What follows belongs to an exercise in optimizing a design on an open flow for small area and a short achievable clock period; a production flow would make more cautious choices. Only simulation tests tie the RTL to the original design; equivalence was not proved. No activity file was given, so power comes from the tool's default toggle rates.

--- design.v ---
package dma_csr_queue_pkg;
    localparam logic [2:0] R_CTRL     = 3'd0;
    localparam logic [2:0] R_ADDR     = 3'd1;
    localparam logic [2:0] R_LEN      = 3'd2;
    localparam logic [2:0] R_PUSH     = 3'd3;
    localparam logic [2:0] R_STATUS   = 3'd4;
    localparam logic [2:0] R_EVENTS   = 3'd5;
    localparam logic [2:0] R_DONE_CNT = 3'd6;
endpackage
module desc_fifo (
    input  logic        clk,
    input  logic        rstn,
    input  logic        clr,
    input  logic        wr_vld,    
    input  logic [95:0] wr_dat,
    input  logic        rd_rdy,    
    output logic [95:0] rd_dat,
    output logic [2:0]  count,
    output logic        empty,
    output logic        full,
    output logic        do_rd
);
    logic [95:0] mem [4];
    logic [3:0]  rd_oh;
    logic [3:0]  wr_oh;
    logic        do_wr;
    assign empty = (count == 3'd0);
    assign full  = count[2];
    assign do_rd = rd_rdy && !empty && !clr;
    assign do_wr = wr_vld && (!full || do_rd) && !clr;
    always_comb begin
        case (count[1:0])
            2'd0:    wr_oh = rd_oh;
            2'd1:    wr_oh = {rd_oh[2:0], rd_oh[3]};
            2'd2:    wr_oh = {rd_oh[1:0], rd_oh[3:2]};
            default: wr_oh = {rd_oh[0], rd_oh[3:1]};
        endcase
        rd_dat = '0;
        for (int i = 0; i < 4; i++)
            rd_dat = rd_dat | ({96{rd_oh[i]}} & mem[i]);
    end
    always_ff @(posedge clk) begin
        for (int i = 0; i < 4; i++)
            if (do_wr && wr_oh[i]) mem[i] <= wr_dat;
    end
    always_ff @(posedge clk) begin
        if (!rstn || clr) begin
            rd_oh <= 4'b0001;
            count <= '0;
        end else begin
            if (do_rd) rd_oh <= {rd_oh[2:0], rd_oh[3]};
            if (do_wr && !do_rd)      count <= count + 3'd1;
            else if (do_rd && !do_wr) count <= count - 3'd1;
        end
    end
endmodule
module dma_csr_queue (
    input  logic               clk,
    input  logic               rstn,
    input  logic [63:0]        addr,
    input  logic [63:0]        wdata,
    input  logic               we,
    output logic [63:0]        rdata,
    output logic [3:0]         ch_start,
    output logic [3:0][63:0]   ch_addr,
    output logic [3:0][31:0]   ch_len,
    input  logic [3:0]         ch_busy,
    input  logic [3:0]         ch_done,
    input  logic [3:0]         ch_err,
    output logic               irq
);
    logic [3:0]  hit_ch_n;    
    logic        hit_irq;     
    logic        in_ch;
    logic [1:0]  cs;
    logic [2:0]  rs;
    logic [63:0] wd_m;        
    logic [3:0]  irq_src;
    logic [3:0][1:0]  d_ctrl;
    logic [3:0][63:0] d_addr;
    logic [3:0][31:0] d_len;
    logic [3:0][10:0] d_st;
    logic [3:0][2:0]  d_ev;
    logic [3:0][31:0] d_cnt;
    dma_csr_match u_match (.a(addr), .hit_ch_n(hit_ch_n), .hit_irq(hit_irq));
    assign in_ch = !hit_ch_n[0];
    assign cs    = addr[7:6];
    assign rs    = addr[5:3];
    assign wd_m  = wdata & {64{rstn}};
    for (genvar g = 0; g < 4; g++) begin : g_ch
        logic        wsel;
        logic        w_ctrl, w_addr, w_len, w_push, w_ev;
        logic        en_q, irq_en_q, flush_q;
        logic [63:0] stg_addr_q;
        logic [31:0] stg_len_q;
        logic [2:0]  ev_q;
        logic [2:0]  ev_set;
        logic [2:0]  ev_clr;
        logic [31:0] done_cnt_q;
        logic [31:0] cnt_flip;    
        logic [63:0] addr_q;
        logic [31:0] len_q;
        logic        issue_q, run_q, idle;
        logic        pop_req, pop, nz;
        logic        run_done, run_err, inc, ovf;
        logic [95:0] head;
        logic [2:0]  fifo_cnt;
        logic        fifo_empty, fifo_full;
        assign wsel   = in_ch && we && (cs == 2'(g));
        assign w_ctrl = wsel && (rs == dma_csr_queue_pkg::R_CTRL);
        assign w_addr = wsel && (rs == dma_csr_queue_pkg::R_ADDR);
        assign w_len  = wsel && (rs == dma_csr_queue_pkg::R_LEN);
        assign w_push = wsel && (rs == dma_csr_queue_pkg::R_PUSH);
        assign w_ev   = wsel && (rs == dma_csr_queue_pkg::R_EVENTS);
        assign idle    = !issue_q && !run_q;
        assign pop_req = idle && en_q;
        desc_fifo u_fifo (
            .clk    (clk),
            .rstn   (rstn),
            .clr    (flush_q),
            .wr_vld (w_push),
            .wr_dat ({stg_addr_q, stg_len_q}),
            .rd_rdy (pop_req),
            .rd_dat (head),
            .count  (fifo_cnt),
            .empty  (fifo_empty),
            .full   (fifo_full),
            .do_rd  (pop)
        );
        assign nz       = |head[31:0];
        assign run_done = run_q && ch_done[g];
        assign run_err  = run_q && !ch_done[g] && ch_err[g];
        assign inc      = run_done || (pop && !nz);
        assign ovf      = w_push && fifo_full && !pop && !flush_q;
        assign ev_set   = {run_err, ovf, inc};
        assign ev_clr   = w_ev ? wdata[2:0] : 3'b000;
        always_comb begin
            cnt_flip[0] = 1'b1;
            for (int i = 1; i < 32; i++) cnt_flip[i] = cnt_flip[i-1] & done_cnt_q[i-1];
        end
        always_ff @(posedge clk) begin
            if (w_ctrl || !rstn) begin
                en_q     <= wd_m[0];
                irq_en_q <= wd_m[1];
            end
            if (w_addr || !rstn) stg_addr_q <= wd_m;
            if (w_len || !rstn)  stg_len_q  <= wd_m[31:0];
            if (idle) begin
                addr_q <= head[95:32];
                len_q  <= head[31:0];
            end
            flush_q    <= rstn && w_ctrl && wdata[2];
            issue_q    <= rstn && ((pop && nz) || (issue_q && !ch_busy[g]));
            run_q      <= rstn && ((issue_q && ch_busy[g]) || (run_q && !ch_done[g] && !ch_err[g]));
            ev_q       <= {3{rstn}} & ((ev_q & ~ev_clr) | ev_set);
            done_cnt_q <= {32{rstn}} & (done_cnt_q ^ (cnt_flip & {32{inc}}));
        end
        assign ch_start[g] = issue_q;
        assign ch_addr[g]  = addr_q;
        assign ch_len[g]   = len_q;
        assign irq_src[g]  = irq_en_q && (|ev_q);
        assign d_ctrl[g] = {irq_en_q, en_q};
        assign d_addr[g] = stg_addr_q;
        assign d_len[g]  = stg_len_q;
        assign d_st[g]   = {fifo_cnt, 5'b0, fifo_full, fifo_empty, !idle};
        assign d_ev[g]   = ev_q;
        assign d_cnt[g]  = done_cnt_q;
    end
    always_ff @(posedge clk) begin
        irq <= rstn && (|irq_src);
    end
    for (genvar l = 0; l < 4; l++) begin : g_rs
        logic r_ctrl, r_addr, r_len, r_st, r_ev, r_cnt;
        dma_csr_rdec u_rdec (
            .a(addr[5:3]), .r_ctrl(r_ctrl), .r_addr(r_addr), .r_len(r_len),
            .r_st(r_st), .r_ev(r_ev), .r_cnt(r_cnt)
        );
    end
    for (genvar b = 0; b < 64; b++) begin : g_rd
        localparam int L = b / 16;
        logic m_addr;
        rd_mux4 u_ma (.s(addr[7:6]), .d0(d_addr[0][b]), .d1(d_addr[1][b]), .d2(d_addr[2][b]), .d3(d_addr[3][b]), .y(m_addr));
        if (b >= 32) begin : g_hi
            rd_and3b u_fin (.an(hit_ch_n[L]), .b(m_addr), .c(g_rs[L].r_addr), .y(rdata[b]));
        end else begin : g_lo
            logic m_len, m_cnt, u0, u1, u2;
            rd_mux4 u_ml (.s(addr[7:6]), .d0(d_len[0][b]), .d1(d_len[1][b]), .d2(d_len[2][b]), .d3(d_len[3][b]), .y(m_len));
            rd_mux4 u_mc (.s(addr[7:6]), .d0(d_cnt[0][b]), .d1(d_cnt[1][b]), .d2(d_cnt[2][b]), .d3(d_cnt[3][b]), .y(m_cnt));
            rd_ao22n u_u0 (.a(m_addr), .b(g_rs[L].r_addr), .c(m_len), .d(g_rs[L].r_len), .y(u0));
            if (b >= 11 || (b >= 3 && b <= 7)) begin : g_m
                rd_nand2 u_u1 (.a(m_cnt), .b(g_rs[L].r_cnt), .y(u1));
                assign u2 = 1'b1;
            end else begin : g_m
                logic m_st;
                rd_mux4 u_ms (.s(addr[7:6]), .d0(d_st[0][b]), .d1(d_st[1][b]), .d2(d_st[2][b]), .d3(d_st[3][b]), .y(m_st));
                rd_ao22n u_u1 (.a(m_cnt), .b(g_rs[L].r_cnt), .c(m_st), .d(g_rs[L].r_st), .y(u1));
                if (b <= 1) begin : g_u2
                    logic m_ev, m_ct;
                    rd_mux4 u_me (.s(addr[7:6]), .d0(d_ev[0][b]), .d1(d_ev[1][b]), .d2(d_ev[2][b]), .d3(d_ev[3][b]), .y(m_ev));
                    rd_mux4 u_mr (.s(addr[7:6]), .d0(d_ctrl[0][b]), .d1(d_ctrl[1][b]), .d2(d_ctrl[2][b]), .d3(d_ctrl[3][b]), .y(m_ct));
                    rd_ao22n u_u2 (.a(m_ev), .b(g_rs[L].r_ev), .c(m_ct), .d(g_rs[L].r_ctrl), .y(u2));
                end else if (b == 2) begin : g_u2
                    logic m_ev;
                    rd_mux4 u_me (.s(addr[7:6]), .d0(d_ev[0][b]), .d1(d_ev[1][b]), .d2(d_ev[2][b]), .d3(d_ev[3][b]), .y(m_ev));
                    rd_nand2 u_u2 (.a(m_ev), .b(g_rs[L].r_ev), .y(u2));
                end else begin : g_u2
                    assign u2 = 1'b1;
                end
            end
            if (b <= 3) begin : g_f
                logic v_n, w_n;
                rd_nand2 u_v (.a(irq_src[b]), .b(hit_irq), .y(v_n));
                if (b <= 2) begin : g_w
                    rd_a31o u_w (.a1(u0), .a2(u1), .a3(u2), .b1(hit_ch_n[L]), .y(w_n));
                end else begin : g_w
                    rd_a21o u_w (.a1(u0), .a2(u1), .b1(hit_ch_n[L]), .y(w_n));
                end
                rd_nand2 u_fin (.a(w_n), .b(v_n), .y(rdata[b]));
            end else if (b >= 8 && b <= 10) begin : g_f
                rd_a21oi u_fin (.a1(u0), .a2(u1), .b1(hit_ch_n[L]), .y(rdata[b]));
            end else begin : g_f
                rd_a21oi u_fin (.a1(u0), .a2(u1), .b1(hit_ch_n[L]), .y(rdata[b]));
            end
        end
    end
endmodule
module dma_csr_match (
    input  logic [63:0] a,
    output logic [3:0]  hit_ch_n,
    output logic        hit_irq
);
    logic [50:0] zb;         
    logic [16:0] z1;         
    logic [5:0]  z2_n;       
    logic [1:0]  z3;         
    logic        oc, of;     
    assign zb = {a[63:31], a[29:12]};
    for (genvar i = 0; i < 17; i++) begin : g_l1
        rd_nor3 u (.a(zb[3*i]), .b(zb[3*i+1]), .c(zb[3*i+2]), .y(z1[i]));
    end
    for (genvar i = 0; i < 5; i++) begin : g_l2
        rd_nand3 u (.a(z1[3*i]), .b(z1[3*i+1]), .c(z1[3*i+2]), .y(z2_n[i]));
    end
    rd_nand3 u_l2x (.a(z1[15]), .b(z1[16]), .c(a[30]), .y(z2_n[5]));
    rd_nor3 u_l3a (.a(z2_n[0]), .b(z2_n[1]), .c(z2_n[2]), .y(z3[0]));
    rd_nor3 u_l3b (.a(z2_n[3]), .b(z2_n[4]), .c(z2_n[5]), .y(z3[1]));
    dma_csr_offch u_oc (.a(a[11:0]), .y(oc));
    dma_csr_offirq u_of (.a(a[11:0]), .y(of));
    for (genvar l = 0; l < 4; l++) begin : g_hc
        rd_nand3 u (.a(z3[0]), .b(z3[1]), .c(oc), .y(hit_ch_n[l]));
    end
    logic        hit_irq_n;
    rd_nand3 u_hi (.a(z3[0]), .b(z3[1]), .c(of), .y(hit_irq_n));
    rd_inv   u_hiy (.a(hit_irq_n), .y(hit_irq));
endmodule
module dma_csr_offch (
    input  logic [11:0] a,
    output logic        y
);
    logic o1, o2, o3, oc_n;
    rd_nor3  u_o1 (.a(a[0]), .b(a[1]), .c(a[2]), .y(o1));
    rd_nor2  u_o2 (.a(a[11]), .b(a[10]), .y(o2));
    rd_nor2  u_o3 (.a(a[9]), .b(a[8]), .y(o3));
    rd_nand3 u_oc (.a(o1), .b(o2), .c(o3), .y(oc_n));
    rd_inv   u_y  (.a(oc_n), .y(y));
endmodule
module dma_csr_offirq (
    input  logic [11:0] a,
    output logic        y
);
    logic f1, f2, f3, g1_n, g2_n, fa_n;
    rd_nor3  u_f1 (.a(a[0]), .b(a[1]), .c(a[2]), .y(f1));
    rd_nor3  u_f2 (.a(a[3]), .b(a[4]), .c(a[5]), .y(f2));
    rd_nor2  u_f3 (.a(a[6]), .b(a[7]), .y(f3));
    rd_nand2 u_g1 (.a(a[11]), .b(a[10]), .y(g1_n));
    rd_nand2 u_g2 (.a(a[9]), .b(a[8]), .y(g2_n));
    rd_nand3 u_fa (.a(f1), .b(f2), .c(f3), .y(fa_n));
    rd_nor3  u_y  (.a(fa_n), .b(g1_n), .c(g2_n), .y(y));
endmodule
module dma_csr_rdec (
    input  logic [5:3] a,
    output logic       r_ctrl,
    output logic       r_addr,
    output logic       r_len,
    output logic       r_st,
    output logic       r_ev,
    output logic       r_cnt
);
    assign r_ctrl = (a == 3'd0);
    assign r_addr = (a == 3'd1);
    assign r_len  = (a == 3'd2);
    assign r_st   = (a == 3'd4);
    assign r_ev   = (a == 3'd5);
    assign r_cnt  = (a == 3'd6);
endmodule
module rd_inv (input logic a, output logic y);
    assign y = !a;
endmodule
module rd_nor2 (input logic a, b, output logic y);
    assign y = !(a || b);
endmodule
module rd_nand2 (input logic a, b, output logic y);
    assign y = !(a && b);
endmodule
module rd_nor3 (input logic a, b, c, output logic y);
    assign y = !(a || b || c);
endmodule
module rd_nand3 (input logic a, b, c, output logic y);
    assign y = !(a && b && c);
endmodule
module rd_nand4 (input logic a, b, c, d, output logic y);
    assign y = !(a && b && c && d);
endmodule
module rd_ao22n (input logic a, b, c, d, output logic y);
    assign y = !((a && b) || (c && d));
endmodule
module rd_o21ai (input logic a1, a2, b1, output logic y);
    assign y = !((a1 || a2) && b1);
endmodule
module rd_fin1 (input logic t0, t1, hn, output logic y);
    assign y = !((t0 && t1) || hn);
endmodule
module rd_mux4 (input logic [1:0] s, input logic d0, d1, d2, d3, output logic y);
    assign y = s[1] ? (s[0] ? d3 : d2) : (s[0] ? d1 : d0);
endmodule
module rd_ao222n (input logic a1, a2, b1, b2, c1, c2, output logic y);
    assign y = !((a1 && a2) || (b1 && b2) || (c1 && c2));
endmodule
module rd_and3b (input logic an, b, c, output logic y);
    assign y = !an && b && c;
endmodule
module rd_and2 (input logic a, b, output logic y);
    assign y = a && b;
endmodule
module rd_a21oi (input logic a1, a2, b1, output logic y);
    assign y = !((a1 && a2) || b1);
endmodule
module rd_a21o (input logic a1, a2, b1, output logic y);
    assign y = (a1 && a2) || b1;
endmodule
module rd_a31o (input logic a1, a2, a3, b1, output logic y);
    assign y = (a1 && a2 && a3) || b1;
endmodule
--- flow/run.sh ---
#!/bin/bash
# Standard ORFS layout (the standard.sh) with two changes:
#  - port buffers use buf_1 (the resizer may upsize them) instead of the default delay-cell buffer;
#  - clock tree: clkbuf_4/clkbuf_8 with sinks clustered by 12, and no dummy balancing loads.
set -euo pipefail
bash standard.sh BUFFER_PORTS_ARGS="-buffer_cell sky130_fd_sc_hd__buf_1" \
  CTS_ARGS="-sink_clustering_enable -repair_clock_nets -sink_clustering_size 12 -sink_clustering_max_diameter 60 -buf_list {sky130_fd_sc_hd__clkbuf_4 sky130_fd_sc_hd__clkbuf_8} -dont_use_dummy_load" \
  finish > standard_flow.log 2>&1
--- standard.sh ---
#!/bin/bash
# synth_recipe.tcl (not shown) runs the flow's synth.tcl, then flattens the netlist and writes it again
# the make line also repeats each setting of config.mk as NAME=value (left out here)
make -C /OpenROAD-flow-scripts/flow DESIGN_CONFIG=/design/flow/config.mk WORK_HOME=/design/flow/orfs CLKGATE_MAP_FILE= SYNTH_SCRIPT=/design/flow/synth_recipe.tcl "${@:-finish}"
--- config.mk ---
export PLATFORM = sky130hd
export DESIGN_NAME = dma_csr_queue
export DESIGN_NICKNAME = dma_csr_queue
export VERILOG_FILES = /design/flow/design.v
export SDC_FILE = /design/flow/constraint.sdc
export NUM_CORES = 4
export LEC_CHECK = 0
export CAP_MARGIN = 20
export CORE_MARGIN = 2
export CORE_UTILIZATION = 65
export PLACE_DENSITY = 0.8
export SETUP_SLACK_MARGIN = 3.5
export SLEW_MARGIN = 20
export SYNTH_HIERARCHICAL = 1
--- constraint.sdc ---
create_clock -name core_clock -period 8.0 [get_ports {clk}]
set_input_delay 1.6000 -clock core_clock [delete_from_list [all_inputs] [get_ports {clk}]]
set_output_delay 1.6000 -clock core_clock [all_outputs]
set_load 0.01 [all_outputs]
==> summary.txt <==
==> where the power goes <==
part	switching [uW]	internal, uW	total (uW)
combinational	3370	1290	4660
clock	3830	2530	6350
sequential	1280	16000	17200
total	8480	19800	28300
==> cell type report <==
class / instances / share of cell area, %
Antenna cell: 6 / 0.01485
Multi-Input combinational cell: 2338 / 17.80
Tap cell: 1876 / 2.322
Clock buffer: 229 / 3.118
Sequential cell: 2493 / 72.32
Inverter: 43 / 0.1894
Timing Repair Buffer: 771 / 4.237
==> critical path, stage by stage <==
cell       delay [ns]
clkbuf_16        0.17
buf_4            0.24
clkbuf_16        0.23
mux4_2           0.53
a22oi_2          0.27
a21o_1           0.17
nand2_1          0.09
buf_1            0.14
==> through the flow <==
stage / power (uW) / utilization, %
floorplan: 19270 / -
CTS: 28150 / 71.97
global placement: 21880 / 69.17
global route: 28960 / 72.27
finish: 28260 / 72.27
detailed placement: 21990 / 69.22
==> layer usage <==
metal	vias to the layer above	routed length [um]	share of wire (%)	global-route usage [%]
li1	21750	-	-	-
met1	26770	88450	34	49.00
met2	4722	119500	45	53.63
met3	636	40880	16	10.87
met4	14	13650	5.2	16.19
met5	-	345	0.13	0.4630
==> sequential cells by signal, indices dropped and copies added, names as in the netlist <==
register,flops
g_ch.stg_len_q,128
g_ch.addr_q,256
g_ch.ev_q,12
g_ch.u_fifo.mem,1536
g_ch.en_q,4
g_ch.u_fifo.rd_oh,16
g_ch.run_q,4
g_ch.irq_en_q,4
irq,1
g_ch.flush_q,4
g_ch.done_cnt_q,128
g_ch.stg_addr_q,256
g_ch.issue_q,4
g_ch.len_q,128
g_ch.u_fifo.count,12
==> repair_timing <==
action	CTS	global route
gates resized for setup	77	41
pin swaps	26	23
setup buffers	25	22
gates cloned	10	7
setup endpoints to repair	549	193
hold buffers	0	0
==> final timing paths <==
check                                                 end                    start  depth (start not counted)  slack [ns]
worst min-delay path            g_ch[0].u_fifo.mem[1][55]   g_ch[0].stg_addr_q[23]                          0        0.47
worst max register to register     g_ch[1].done_cnt_q[17]  g_ch[1].u_fifo.rd_oh[2]                         10        3.52
worst min register to register  g_ch[0].u_fifo.mem[1][55]   g_ch[0].stg_addr_q[23]                          0        0.47
worst max-delay path                             rdata[3]                  addr[6]                          8        2.93
==> flow_summary.ini <==
[placed_design]
dpl_cell_area_um2 = 96820
numPortBuffers = 595
gp_congestion = 0.9083
place_ws_ns = 2.057
dp_hpwl_mm = 164.6
dp.cells = 7457

[routing]
post_drt_wl_per_cell_um = 33.89
vias = 53880
drt_first_pass_iters = 8
ant_nets = 0
drc = 0
routed_wl_mm = 262.8
vias_per_cell = 6.947
drt-initial-drc-count = 8836

[floorplan]
dieArea_um2 = 144400
ios = 596
core_um2 = 139900
fp.dieH_um = 379.9
start_util_pct = 65.68
die_w_um = 379.9
row_count = 137

[final_layout]
multi_input_area_um2 = 17990
regArea_um2 = 73110
syn2layout_area_growth_pct = 10.04
final_area_um2 = 101100
layout_common_cells = edfxtp_1 (2,312), a22oi_1 (768), buf_1 (550), nand2_1 (494), clkbuf_8 (231)
final_cells = 7756
drive_gt1_share_pct = 13.33
nets = 6031
layout_commonest_cell = edfxtp_1
nFillCells = 8197

[worst_setup_path]
path_max_fanout = 5
worstPathRequired_ns = 6.40
worst_setup_path_start_kind = input pin
cp-end-kind = primary output
crit_type = input pin to primary output
arrival_ns = 3.47

[sta]
setup_tns_ns = 0
rsz0062_at_grt = yes
setup_violations = 0
tightest_slew_ns = 1.208
fmax_mhz = 197.2
timing.final.hold_violations = 0
skew_ns = 0.1294
setup_ws_ns = 2.929
slew_violations = 0
min_period_over_period_pct = 63.39
timing.hold.ws_ns = 0.4724
relSlewSlack_pct = 19.50
min_period_ns = 5.071

[pwr]
power_density_nw_per_um2 = 279.6
p_leak_uw = 0.03285
vdd_ir_drop_max_v = 0.0001763

[min_path]
hold_class = flip-flop to flip-flop

[grt]
antenna_found_initial = 15
grt_use_total_pct = 35.75
grt-ovfl-total = 0
grt_pass1_vias = 50990
grt_pass1_wl_mm = 364.4
grt_max_degree = 97

[logic_synthesis]
synth_nets = 5261
yosys_warnings = 9
syn_avg_cell_area_um2 = 17.99
postSynthCellCount = 5106
netlist_area_um2 = 91860

[cts]
numCtsBuffers = 229
tritoncts = done
cts_htree_levels = 4
worst_skew_pair.late_latency_ns = 1.05
cts-root-buf = clkbuf_8
clk_pin_slew_ns = 0.08
cts_sinks = 2493
cts_buffer_depth = 3

[status]
status = complete, no violations

[run]
drv_cap = 0

afterwards: timing with drivers on the ports:
No port has a modelled driver above. Below, the same layout with a new extraction and two added sets of constraints. Step 1: set_driving_cell puts a clkbuf_16 on clk and a buf_2 on each other input, an assumption about the parent block. Step 2 adds t to the input delays and takes it off the output delays; t is the mean of the earliest and latest rising clock arrival at the registers after step 1. Input paths then give back, and output paths get back, about the clock's delay inside the block. Three values: ideal ports, drivers, drivers and shift; two values: the first two.
t (ns): 1.059
setup slack, ns: 2.929 / 2.587 / 2.467
clock arrival spread, ns: 0.137 / 0.137
worst register clock-pin slew, ns: 0.10 / 0.10
After both steps setup and hold are still met in this run. For this run, drivers alone change the setup slack by -0.342 ns; drivers and shift together by -0.462 ns.
